What follows belongs to an exercise in optimizing a design on an open flow for small area; a production flow would make more cautious choices. The RTL was checked by simulation tests, not by an equivalence proof against the original design. Power is estimated from default activity; no workload was simulated.

== v40 ==
// snoop_responder
module snoop_responder #(
  parameter int LINE_SIZE = 512,
  parameter int ADDR_W    = 32,
  parameter int ENTRIES   = 8,
  parameter int LATENCY   = 2,
  parameter int BEAT_W    = 64
) (
  input  logic                 clk,
  input  logic                 reset,
  input  logic                 req_valid,
  output logic                 req_ready,
  input  logic [7:0]           req_op,
  input  logic [ADDR_W-1:0]    req_addr,
  input  logic                 pl_valid,
  output logic                 pl_ready,
  input  logic [ADDR_W-1:0]    pl_addr,
  input  logic [1:0]           pl_state,
  input  logic [LINE_SIZE-1:0] pl_data,
  output logic                 rsp_valid,
  output logic [1:0]           rsp_snoop,
  output logic                 data_valid,
  output logic [BEAT_W-1:0]    data_beat,
  output logic                 data_last
);
clock: 5.0 ns
lec_check: 0
cap_margin: 20
core_margin: 2
core_utilization: 70
cts_buf_list: sky130_fd_sc_hd__clkbuf_16
cts_cluster_diameter: 80
cts_cluster_size: 24
slew_margin: 20
run.sh (not shown) runs the stock make flow with config.mk's settings and CLKGATE_MAP_FILE= SYNTH_SCRIPT=/design/flow/synth_recipe.tcl, a recipe that flattens the netlist after the stock synthesis.
Input changes introduced in v58 (baseline for comparison: v40):
Settings: CAP_MARGIN: 20 -> 10; CTS_CLUSTER_DIAMETER: 80 -> unset; SLEW_MARGIN: 20 -> 10; CTS_CLUSTER_SIZE: 24 -> unset; CTS_BUF_LIST: sky130_fd_sc_hd__clkbuf_16 -> unset.
==> flow/flow/run.sh (new file) <==
#!/bin/bash
# Own layout flow: the standard flow (standard.sh), with two changes made through ORFS's
# own variables:
#  * every input and output port still gets a buffer, but the smallest one (buf_1) instead of
#    the delay buffer buffer_ports picks by default;
#  * clock tree synthesis clusters up to 24 sinks per clkbuf_16 leaf buffer and inserts no
#    dummy loads.
# The full output of make (and so of every tool it runs) goes to standard_make.log; ORFS also
# keeps each step's log under orfs/logs/.
set -euo pipefail
cd "$(dirname "$0")/.."
export BUFFER_PORTS_ARGS="-buffer_cell sky130_fd_sc_hd__buf_1"
export CTS_ARGS="-sink_clustering_enable -repair_clock_nets -sink_clustering_size 24 -sink_clustering_max_diameter 80 -buf_list sky130_fd_sc_hd__clkbuf_16 -dont_use_dummy_load"
bash standard.sh > standard_make.log 2>&1
==> flow/standard.sh (new file) <==
#!/bin/bash
# synth_recipe.tcl (not shown) runs the flow's synth.tcl, then flattens the netlist and writes it again
# the make line also repeats each setting of config.mk as NAME=value (left out here)
make -C /OpenROAD-flow-scripts/flow DESIGN_CONFIG=/design/flow/config.mk WORK_HOME=/design/flow/orfs CLKGATE_MAP_FILE= SYNTH_SCRIPT=/design/flow/synth_recipe.tcl "${@:-finish}"
removed: flow/run.sh
### Flow results
Across both runs, logic gate share of total power was lower for v58 than for v40.
Diff v40 -> v58: final HPWL from detailed placement lost about 2.2%; first-pass GRT wire length decreased by 0.93% relative to the old numbers; final non-filler cell area lower.
Diff v40 -> v58: total number of vias went down by 531; number of non-clock buffers grew by 0.71%.
Between v58 and v40, the number of placed cells counting well taps does not differ in any meaningful way.
Against v40, power in combinational cells in v58 fell by more than 10%.
Summary of the comparison: clock skew after layout is higher in v58, relative to v40.
Inputs modified between v58 and v23:
Settings: SLEW_MARGIN changed from 10 to 20; CAP_MARGIN changed from 10 to 20; CTS_BUF_LIST newly set to sky130_fd_sc_hd__clkbuf_16; CORE_UTILIZATION changed from 70 to 60; CTS_CLUSTER_SIZE newly set to 18; CTS_CLUSTER_DIAMETER newly set to 70.
==> flow/run.sh (new file) <==
#!/bin/bash
# synth_recipe.tcl (not shown) runs the flow's synth.tcl, then flattens the netlist and writes it again
# the make line also repeats each setting of config.mk as NAME=value (left out here)
make -C /OpenROAD-flow-scripts/flow DESIGN_CONFIG=/design/flow/config.mk WORK_HOME=/design/flow/orfs CLKGATE_MAP_FILE= SYNTH_SCRIPT=/design/flow/synth_recipe.tcl finish
removed: flow/flow/run.sh
removed: flow/standard.sh
Notes after the runs:
- v23 against v58: total vias in the final route essentially unchanged, total leakage power climbed about 8%, first-iteration detailed-routing DRC count decreased 2124, count of final max-slew check failures barely changed, number of clock buffers in the layout rose 50%.
- Lower fraction of the core area covered by cells at the end of the flow goes to v23 over v58.
- For v58, the launch point of the worst path was pl_valid, unlike v23, where it was reset.
- [compare] base=v58 new=v23: worst slack on hold paths increased 0.14 ns; via count normalized by instance count decreased 0.55.
Setup changes, v23 to v14
Settings: CTS_BUF_LIST: sky130_fd_sc_hd__clkbuf_16 -> unset; CORE_UTILIZATION: 60 -> 70; CTS_CLUSTER_SIZE: 18 -> unset; CTS_CLUSTER_DIAMETER: 70 -> unset.
==> flow/flow/run.sh (new file) <==
#!/bin/bash
# Own layout flow: the standard flow (standard.sh), with two changes made through ORFS's
# own variables:
#  * every input and output port still gets a buffer, but the smallest one (buf_1) instead of
#    the delay buffer buffer_ports picks by default;
#  * clock tree synthesis clusters up to 24 sinks per clkbuf_16 leaf buffer and inserts no
#    dummy loads.
# The full output of make (and so of every tool it runs) goes to standard_make.log; ORFS also
# keeps each step's log under orfs/logs/.
set -euo pipefail
cd "$(dirname "$0")/.."
export BUFFER_PORTS_ARGS="-buffer_cell sky130_fd_sc_hd__buf_1"
export CTS_ARGS="-sink_clustering_enable -repair_clock_nets -sink_clustering_size 24 -sink_clustering_max_diameter 80 -buf_list sky130_fd_sc_hd__clkbuf_16 -dont_use_dummy_load"
bash standard.sh > standard_make.log 2>&1
==> flow/standard.sh (new file) <==
#!/bin/bash
# synth_recipe.tcl (not shown) runs the flow's synth.tcl, then flattens the netlist and writes it again
# the make line also repeats each setting of config.mk as NAME=value (left out here)
make -C /OpenROAD-flow-scripts/flow DESIGN_CONFIG=/design/flow/config.mk WORK_HOME=/design/flow/orfs CLKGATE_MAP_FILE= SYNTH_SCRIPT=/design/flow/synth_recipe.tcl "${@:-finish}"
removed: flow/run.sh
Relative to v23, global-route wire length before repair decreased by 3.7% in v14.
A worst hold path class of in2reg is what v14 shows, while reg2reg belongs to v23.
Per the comparison of v14 with v23, global-route usage higher; combinational cell fraction of total power lower; layout overhead on the synthesized area lower.
Insertion delay of the later-clocked pin in the worst-skew pair was higher in v23 than in v14.
Measured against v14, the number of antenna cells inserted of v23 comes out at 0.62 times the reference value.
Sort v23 and v14 by final core utilization desc -> top: v14
Between v23 and v14, the flow reports total routed wirelength decreasing by a few percent.

[port drivers added, routing unchanged]
Ports are ideal in the flow. The routed layouts listed here were re-timed in OpenROAD.
Step 1, drivers: a clkbuf_16 drives clk and a buf_2 each remaining input, both assumed.
Step 2 moves the port delays by t, midway between the first and last clock arrival at a register: inputs arrive t later, outputs are due t later. That takes back most of the time a late clock gives input paths.
Slacks: ideal ports / drivers / drivers and shift; pairs: ideal ports / drivers.
| run | t, ns | setup slack, ns | hold WS [ns] |
|---|---|---|---|
| v40 | 1.000 | 0.736 / 0.821 / -0.179 | 0.499 / 0.499 / 0.499 |
| v58 | 0.994 | 0.709 / 0.787 / -0.208 | 0.343 / 0.263 / 0.508 |
| v23 | 1.044 | 1.015 / 0.994 / 0.080 | 0.480 / 0.480 / 0.480 |
| v14 | 1.002 | 0.747 / 0.822 / -0.181 | 0.340 / 0.262 / 0.506 |
With both steps, setup timing fails in v40, v58 and v14, where it was met with ideal ports. The setup slack of v23, which loses most, moves by -0.021 ns with the drivers and by -0.935 ns with both steps.
